Context: an optimization exercise on an open-source flow, tuned for small area. The choices shown serve that exercise and are no tape-out recipe.
RTL that was checked went through simulation tests only; none was proved equivalent to the original.
Power and IR drop assume default switching activity.

## run a
==> flow/design.v <==
package gpio_32_pkg;
  localparam int NUM_GPIO = 32;
  localparam int DB_CNT_W = 16;
  localparam logic [7:0] ADDR_GPIO_DIR     = 8'h00;
  localparam logic [7:0] ADDR_GPIO_OUT     = 8'h04;
  localparam logic [7:0] ADDR_GPIO_IN      = 8'h08;
  localparam logic [7:0] ADDR_INT_MASK     = 8'h0C;
  localparam logic [7:0] ADDR_INT_STATUS   = 8'h10;
  localparam logic [7:0] ADDR_INT_TYPE     = 8'h14;
  localparam logic [7:0] ADDR_INT_POLARITY = 8'h18;
  localparam logic [7:0] ADDR_DEBOUNCE_CFG = 8'h1C;
  function automatic logic addr_in_range(input logic [2:0] addr_hi);
    addr_in_range = (addr_hi == 3'b000);
  endfunction
endpackage
module gpio_g_nand (input logic a, b, output logic y);
  assign y = ~(a & b);
endmodule
module gpio_g_nor (input logic a, b, output logic y);
  assign y = ~(a | b);
endmodule
module gpio_g_inv (input logic a, output logic y);
  assign y = ~a;
endmodule
module gpio_g_xor_clr (input logic a, b, c, output logic y);
  assign y = ~(~(a ^ b) | c);
endmodule
module gpio_g_xnor_clr (input logic a, b, c, output logic y);
  assign y = ~((a ^ b) | c);
endmodule
module gpio_g_xor (input logic a, b, output logic y);
  assign y = a ^ b;
endmodule
module gpio_g_or (input logic a, b, output logic y);
  assign y = a | b;
endmodule
module gpio_g_andn (input logic a, b, output logic y);
  assign y = ~a & b;
endmodule
module gpio_g_maj (input logic a, b, c, output logic y);
  assign y = (a & b) | (c & (a | b));
endmodule
module gpio_debounce
(
  input  logic                PCLK,
  input  logic                PRESETn,
  input  logic                sync_en,
  input  logic                pin_raw,
  input  logic [gpio_32_pkg::DB_CNT_W-1:0] db_ntm,
  output logic                pin_stb,
  output logic                pin_chg
);
  localparam int W = gpio_32_pkg::DB_CNT_W;
  logic          meta_r;
  logic          sync_r;
  logic          stb_r;
  logic [W-1:0]  cnt_r;
  logic [W-1:0]  cnt_d;
  logic [W:0]    ge_s;     
  logic [W:0]    cy_s;     
  logic [W:0]    ncy_s;    
  logic          hit_s;
  logic          clr_s;
  logic          flip_s;
  logic          chg_r;
  gpio_g_or u_ge0 (.a(cnt_r[0]), .b(db_ntm[0]), .y(ge_s[1]));
  for (genvar i = 1; i < W; i++) begin : g_cmp
    gpio_g_maj u_maj (.a(cnt_r[i]), .b(ge_s[i]), .c(db_ntm[i]), .y(ge_s[i+1]));
  end
  assign hit_s = ge_s[W];
  gpio_g_nor u_b0 (.a(cnt_r[0]), .b(clr_s), .y(cnt_d[0]));
  assign cy_s[1] = cnt_r[0];
  for (genvar i = 1; i < W; i++) begin : g_inc
    if (i % 2 == 1) begin : g_odd
      gpio_g_xor_clr u_d (.a(cnt_r[i]), .b(cy_s[i]), .c(clr_s), .y(cnt_d[i]));
      if (i < W - 1) begin : g_c
        gpio_g_nand u_c (.a(cnt_r[i]), .b(cy_s[i]), .y(ncy_s[i+1]));
      end
    end else begin : g_even
      logic ncnt_s;
      gpio_g_xnor_clr u_d (.a(cnt_r[i]), .b(ncy_s[i]), .c(clr_s), .y(cnt_d[i]));
      gpio_g_inv u_n (.a(cnt_r[i]), .y(ncnt_s));
      gpio_g_nor u_c (.a(ncnt_s), .b(ncy_s[i]), .y(cy_s[i+1]));
    end
  end
  logic nsync_s;
  logic ndiff_s;
  logic stb_d;
  gpio_g_nand u_ns   (.a(sync_r), .b(sync_en), .y(nsync_s));
  gpio_g_xor  u_nd   (.a(nsync_s), .b(stb_r), .y(ndiff_s));
  gpio_g_or   u_clr  (.a(ndiff_s), .b(hit_s), .y(clr_s));
  gpio_g_andn u_flip (.a(ndiff_s), .b(hit_s), .y(flip_s));
  gpio_g_xor_clr u_stb (.a(stb_r), .b(flip_s), .c(PRESETn), .y(stb_d));
  always_ff @(posedge PCLK) begin
    meta_r <= pin_raw;
    sync_r <= meta_r;
    stb_r  <= stb_d;
    chg_r  <= flip_s;
    cnt_r  <= cnt_d;
  end
  assign pin_stb = stb_r;
  assign pin_chg = chg_r;
endmodule
module gpio_stat_bit
(
  input  logic st,
  input  logic in_lvl,
  input  logic in_chg,
  input  logic pol,
  input  logic typ,
  input  logic wdat,
  input  logic wclr,
  input  logic rst,
  output logic st_d
);
  logic evt;
  assign evt  = ~(in_lvl ^ pol) & (~typ | in_chg);
  assign st_d = ~rst & ((st & ~(wdat & wclr)) | evt);
endmodule
module gpio_rd_bit
(
  input  logic [7:0] sel,
  input  logic [7:0] dat,
  output logic       y
);
  assign y = |(sel & dat);
endmodule
module gpio_32_top
(
  input  logic                PCLK,
  input  logic                PRESETn,
  input  logic                PSEL,
  input  logic                PENABLE,
  input  logic                PWRITE,
  input  logic [7:0]          PADDR,
  input  logic [31:0]         PWDATA,
  output logic [31:0]         PRDATA,
  output logic                PREADY,
  output logic                PSLVERR,
  input  logic [gpio_32_pkg::NUM_GPIO-1:0] gpio_in_raw,
  output logic [gpio_32_pkg::NUM_GPIO-1:0] gpio_out,
  output logic [gpio_32_pkg::NUM_GPIO-1:0] gpio_oe,
  output logic                gpio_irq
);
  logic [31:0]         dir_r;
  logic [31:0]         out_r;
  logic [31:0]         mask_r;
  logic [31:0]         status_r;
  logic [31:0]         status_d;
  logic [31:0]         type_r;
  logic [31:0]         pol_r;
  logic [gpio_32_pkg::DB_CNT_W-1:0] db_cfg_r;
  logic [gpio_32_pkg::DB_CNT_W-1:0] db_ntm_s;
  logic                rst_d1_r;
  logic                rst_d2_r;
  logic                sync_en_s;
  logic [31:0]         stb_s;
  logic [31:0]         chg_s;
  logic [31:0]         wdata_s;
  logic [2:0]          idx_s;
  logic                in_range_s;
  logic                wr_en_s;
  logic                rd_en_s;
  logic [7:0]          sel_s;
  logic [7:0]          ld_s;
  logic [7:0]          rd_sel_s;
  assign idx_s      = PADDR[4:2];
  assign in_range_s = (PADDR[7:5] == 3'b000);
  assign wr_en_s    = PENABLE & PWRITE & in_range_s;
  assign rd_en_s    = PSEL & ~PWRITE & in_range_s;
  always_comb begin
    sel_s = 8'h00;
    sel_s[idx_s] = 1'b1;
  end
  assign ld_s     = {8{PRESETn}} | ({8{wr_en_s}} & sel_s);
  assign wdata_s  = PWDATA & {32{~PRESETn}};
  assign rd_sel_s = {8{rd_en_s}} & sel_s;
  always_ff @(posedge PCLK) begin
    rst_d1_r <= PRESETn;
    rst_d2_r <= rst_d1_r;
  end
  assign sync_en_s = ~(rst_d1_r | rst_d2_r);
  assign db_ntm_s = ~(db_cfg_r - {15'd0, (db_cfg_r != 16'd0)});
  for (genvar g = 0; g < gpio_32_pkg::NUM_GPIO; g++) begin : g_pin
    gpio_debounce u_db (
      .PCLK      (PCLK),
      .PRESETn   (PRESETn),
      .sync_en   (sync_en_s),
      .pin_raw   (gpio_in_raw[g]),
      .db_ntm    (db_ntm_s),
      .pin_stb   (stb_s[g]),
      .pin_chg   (chg_s[g])
    );
    gpio_stat_bit u_st (
      .st     (status_r[g]),
      .in_lvl (stb_s[g]),
      .in_chg (chg_s[g]),
      .pol    (pol_r[g]),
      .typ    (type_r[g]),
      .wdat   (PWDATA[g]),
      .wclr   (wr_en_s & sel_s[4]),
      .rst    (PRESETn),
      .st_d   (status_d[g])
    );
    gpio_rd_bit u_rd (
      .sel (rd_sel_s),
      .dat ({(g < 16) ? db_cfg_r[g % 16] : 1'b0, pol_r[g], type_r[g], status_r[g],
             mask_r[g], stb_s[g], out_r[g], dir_r[g]}),
      .y   (PRDATA[g])
    );
  end
  always_ff @(posedge PCLK) begin
    if (ld_s[0]) dir_r    <= wdata_s;
    if (ld_s[1]) out_r    <= wdata_s;
    if (ld_s[3]) mask_r   <= wdata_s;
    if (ld_s[5]) type_r   <= wdata_s;
    if (ld_s[6]) pol_r    <= wdata_s;
    if (ld_s[7]) db_cfg_r <= wdata_s[15:0];
    status_r <= status_d;
  end
  assign PREADY   = 1'b1;
  assign PSLVERR  = PSEL & PENABLE & ~in_range_s;
  assign gpio_out = out_r;
  assign gpio_oe  = dir_r;
  assign gpio_irq = |(status_r & mask_r);
endmodule
==> flow/config.mk <==
export PLATFORM = sky130hd
export DESIGN_NAME = gpio_32_top
export DESIGN_NICKNAME = gpio_32_top
export VERILOG_FILES = /design/flow/design.v
export SDC_FILE = /design/flow/constraint.sdc
export NUM_CORES = 4
export LEC_CHECK = 0
export CAP_MARGIN = 20
export CORE_MARGIN = 2
export CORE_UTILIZATION = 60
export CTS_CLUSTER_DIAMETER = 50
export CTS_CLUSTER_SIZE = 24
export SLEW_MARGIN = 20
export SYNTH_HIERARCHICAL = 1
export SYNTH_MINIMUM_KEEP_SIZE = 0
==> flow/constraint.sdc <==
create_clock -name core_clock -period 10.0 [get_ports {PCLK}]
set_input_delay 2.0000 -clock core_clock [delete_from_list [all_inputs] [get_ports {PCLK}]]
set_output_delay 2.0000 -clock core_clock [all_outputs]
set_load 0.01 [all_outputs]
standard.sh (not shown) runs the stock make flow with config.mk's settings and CLKGATE_MAP_FILE= SYNTH_SCRIPT=/design/flow/synth_recipe.tcl, a recipe that flattens the netlist after the stock synthesis.
==> flow/flow/run.sh <==
#!/bin/bash
# Layout flow: the standard synthesis unchanged, then the standard
# ORFS layout with two changes:
#   - ports are buffered with the smallest buffer (buf_1) instead of the
#     default choice;
#   - after floorplan, combinational cells that synthesis upsized are set back
#     to their smallest drive strength (flip-flops are left as they are);
#     the later repair steps upsize again wherever slew, load or timing need it.
# Each step's full output goes to its own log file in this folder.
set -euo pipefail
here=$(pwd)
bash standard.sh synth > "$here/flow_synth.log" 2>&1
bash standard.sh \
  "BUFFER_PORTS_ARGS=-buffer_cell sky130_fd_sc_hd__buf_1" \
  "POST_FLOORPLAN_TCL=$here/flow/downsize.tcl" \
  finish > "$here/flow_layout.log" 2>&1
==> flow/flow/downsize.tcl <==
# Set every combinational standard cell to the smallest drive strength of its
# family (same function and pins). Flip-flops keep the cell synthesis gave them.
set db [ord::get_db]
set block [[$db getChip] getBlock]
set n_swapped 0
set area_before 0.0
set area_after 0.0
foreach inst [$block getInsts] {
  set master [$inst getMaster]
  set name [$master getName]
  if {![regexp {^(sky130_fd_sc_hd__[a-z0-9]+)_([0-9]+)$} $name -> base size]} { continue }
  if {[regexp {df|dl|sdf|edf|tap|fill|decap|conb|clkbuf|clkinv|clkdly|dlygate|diode} $base]} { continue }
  set best ""
  set best_area 0
  foreach sz {0 1 2} {
    if {$sz >= $size} { break }
    set cand [$db findMaster "${base}_${sz}"]
    if {$cand eq "NULL" || $cand eq ""} { continue }
    set a [expr {[$cand getWidth] * [$cand getHeight]}]
    set cur [expr {[$master getWidth] * [$master getHeight]}]
    if {$a < $cur && ($best eq "" || $a <= $best_area)} {
      set best $cand
      set best_area $a
    }
  }
  if {$best ne ""} {
    set area_before [expr {$area_before + [$master getWidth] * [$master getHeight] / 1e6}]
    set area_after [expr {$area_after + $best_area / 1e6}]
    $inst swapMaster $best
    incr n_swapped
  }
}
puts "downsize: swapped $n_swapped instances, area $area_before -> $area_after um2"
Inputs modified between run a and run b:
Settings: CTS_CLUSTER_DIAMETER: 50 -> 60; CTS_CLUSTER_SIZE: 24 -> 30.
Notes after the runs:
Run b reached the end of the flow, and the finished layout is clean on the timing, DRC and antenna checks.
Lower combinational fraction of design power among run b and run a: run a
Diff run a -> run b | cell count | down slightly
The capturing element of the worst setup path comes out g_pin[11].u_db.cnt_r[2] in one run and g_pin[11].u_db.cnt_r[13] in the other, namely in run a and run b respectively.
Run a was routed with more vias than run b.
The run showing the greater tightest hold margin is run a.
Setup slack in run b is smaller than in run a.
Layout buffering overhead excluding clock cells essentially unchanged between run b and run a.
Reported for run b and run a, number of cells in the design after placement turned out identical to the last digit.
When run b is set beside run a, its final area turns out to be 2.5% smaller.
On data arrival time of the critical path: between run b and run a, it ends up lower for run a.


Another version of the RTL of gpio_32_top (not shown whole).
For scale: about 3400 cells after synthesis, about 850 flip-flops, about 180 I/O pins, roughly 38000 sq um of cells after synthesis.
Settings: LEC_CHECK=0, CAP_MARGIN=10, CORE_MARGIN=2, CORE_UTILIZATION=70, CTS_CLUSTER_DIAMETER=60, CTS_CLUSTER_SIZE=30, SLEW_MARGIN=10, SYNTH_HIERARCHICAL=1, SYNTH_MINIMUM_KEEP_SIZE=0; clock period 10.0 ns.
==> flow/flow/run.sh <==
#!/bin/bash
# Layout flow: the standard synthesis unchanged, then the standard
# ORFS layout with these changes:
#   - ports are buffered with the smallest buffer (buf_1) instead of the
#     default choice;
#   - clock tree synthesis inserts no dummy loads (clkload cells);
#   - after floorplan, combinational cells that synthesis upsized are set back
#     to their smallest drive strength (flip-flops are left as they are);
#     the later repair steps upsize again wherever slew, load or timing need it.
# Each step's full output goes to its own log file in this folder.
set -euo pipefail
here=$(pwd)
bash standard.sh synth > "$here/flow_synth.log" 2>&1
bash standard.sh \
  "BUFFER_PORTS_ARGS=-buffer_cell sky130_fd_sc_hd__buf_1" \
  "POST_FLOORPLAN_TCL=$here/flow/downsize.tcl" \
  "CTS_ARGS=-sink_clustering_enable -repair_clock_nets -sink_clustering_size 36 -sink_clustering_max_diameter 50 -dont_use_dummy_load" \
  finish > "$here/flow_layout.log" 2>&1
Scripts as last shown in full above: flow/flow/downsize.tcl
Edit:
--- a/flow/flow/run.sh
+++ b/flow/flow/run.sh
@@ -15,4 +15,4 @@
   "BUFFER_PORTS_ARGS=-buffer_cell sky130_fd_sc_hd__buf_1" \
   "POST_FLOORPLAN_TCL=$here/flow/downsize.tcl" \
-  "CTS_ARGS=-sink_clustering_enable -repair_clock_nets -sink_clustering_size 36 -sink_clustering_max_diameter 50 -dont_use_dummy_load" \
+  "CTS_ARGS=-sink_clustering_enable -repair_clock_nets -sink_clustering_size 30 -sink_clustering_max_diameter 60 -dont_use_dummy_load" \
   finish > "$here/flow_layout.log" 2>&1
After rerunning: The changed run went through all stages and came out clean. Non-clock buffer count does not change. Maximum frequency is about the same. Setup slack loses 0.0088 ns. Via count shrinks slightly. Routed wire length shrinks slightly.
Edit:
--- a/flow/flow/run.sh
+++ b/flow/flow/run.sh
@@ -15,4 +15,4 @@
   "BUFFER_PORTS_ARGS=-buffer_cell sky130_fd_sc_hd__buf_1" \
   "POST_FLOORPLAN_TCL=$here/flow/downsize.tcl" \
-  "CTS_ARGS=-sink_clustering_enable -repair_clock_nets -sink_clustering_size 30 -sink_clustering_max_diameter 60 -dont_use_dummy_load" \
+  "CTS_ARGS=-sink_clustering_enable -repair_clock_nets -sink_clustering_size 30 -sink_clustering_max_diameter 90 -dont_use_dummy_load" \
   finish > "$here/flow_layout.log" 2>&1
Settings changed: CORE_UTILIZATION 70 to 80.
Wire length fell by 3.6%.
Power came out lower by 4.8%.
Cell area came out lower by 1.3%.
Fmax rose by 0.40%.
Edit:
Settings changed: CORE_UTILIZATION 80 to 70.
Effect:
- The changed run finished clean
- power is about the same
- first-iteration DRC count goes down by about 18%
- cell area is higher by about 0.4%
No run of this note included a check of the RTL's function; only the layout flow was run.


== before ==
Another version of the RTL of gpio_32_top (not shown whole).
Size: about 3400 cells after synthesis, about 850 flip-flops, roughly 38000 sq um of cells after synthesis.
export LEC_CHECK = 0
export CAP_MARGIN = 0
export CORE_MARGIN = 2
export CORE_UTILIZATION = 70
export CTS_CLUSTER_DIAMETER = 90
export CTS_CLUSTER_SIZE = 30
export SLEW_MARGIN = 0
export SYNTH_HIERARCHICAL = 1
export SYNTH_MINIMUM_KEEP_SIZE = 0
create_clock -name core_clock -period 10.0 [get_ports {PCLK}]
==> flow/flow/run.sh <==
#!/bin/bash
# Layout flow: the standard synthesis unchanged, then the standard
# ORFS layout with these changes:
#   - ports are buffered with the smallest buffer (buf_1) instead of the
#     default choice;
#   - clock tree synthesis inserts no dummy loads (clkload cells);
#   - after floorplan, combinational cells that synthesis upsized are set back
#     to their smallest drive strength (flip-flops are left as they are);
#     the later repair steps upsize again wherever slew, load or timing need it.
# Each step's full output goes to its own log file in this folder.
set -euo pipefail
here=$(pwd)
bash standard.sh synth > "$here/flow_synth.log" 2>&1
bash standard.sh \
  "BUFFER_PORTS_ARGS=-buffer_cell sky130_fd_sc_hd__buf_1" \
  "POST_FLOORPLAN_TCL=$here/flow/downsize.tcl" \
  "CTS_ARGS=-sink_clustering_enable -repair_clock_nets -sink_clustering_size 30 -sink_clustering_max_diameter 90 -dont_use_dummy_load" \
  finish > "$here/flow_layout.log" 2>&1
Scripts as last shown in full above: flow/flow/downsize.tcl
What after does differently from before at the input level:
- a change of CAP_MARGIN from 0 to 10
- a change of SLEW_MARGIN from 0 to 10
## What came out
before: all stages complete, timing, DRC and antenna checks passed
Per the final summary, after finished and its layout is clean on timing, DRC and antenna.
Clock net sink count: after vs before — no meaningful difference
Reported for after and before, total power turned out identical to the last digit.
after -> before: count of multi-input gates delta 0, exact match
As far as final instance count without filler cells goes, after and before are indistinguishable; the numbers are identical.
As far as vertical extent of the die goes, after and before are indistinguishable; the numbers are identical.
Compared with before, in after buffer count from post-CTS setup fixing essentially unchanged; proportion of layout cells with a drive suffix above 1 roughly the same; diode insertion count for antenna repair held steady; post-CTS resize count flat.

[static timing again, ports no longer ideal]
How much do the figures lean on ideal ports? The routed layouts below were timed once more, with nothing changed but the port constraints.
Step 1, drivers: a clkbuf_16 drives PCLK and a buf_2 each remaining input, both assumed.
Step 2 adds t to the input delays and takes it off the output delays; t is the mean of the earliest and latest rising clock arrival at the registers after step 1. Input paths then give back, and output paths get back, about the clock's delay inside the block.
Three values: ideal, step 1, step 2; two values: the first two.
run | shift t [ns] | setup WS [ns] | slew at the worst register clock pin (ns) | worst slew at a driven data input, ns | cell pins on the clock port's net
run a | 0.697 | 1.052 / 1.052 / 1.052 | 0.08 / 0.08 | 0.09 | 1
run b | 0.690 | 1.040 / 1.040 / 1.040 | 0.10 / 0.10 | 0.10 | 1
the first run of note 2 | 0.661 | 1.146 / 1.146 / 1.146 | 0.08 / 0.08 | 0.11 | 1
the second run of note 2 | 0.667 | 1.137 / 1.137 / 1.137 | 0.11 / 0.11 | 0.11 | 1
the third run of note 2 | 0.633 | 1.172 / 1.172 / 1.172 | 0.12 / 0.12 | 0.11 | 1
the fourth run of note 2 | 0.647 | 1.196 / 1.196 / 1.196 | 0.11 / 0.11 | 0.11 | 1
before | 0.631 | 2.595 / 2.595 / 2.595 | 0.11 / 0.11 | 0.12 | 1
after | 0.631 | 2.595 / 2.595 / 2.595 | 0.11 / 0.11 | 0.12 | 1
After both steps setup and hold are still met in every run listed.
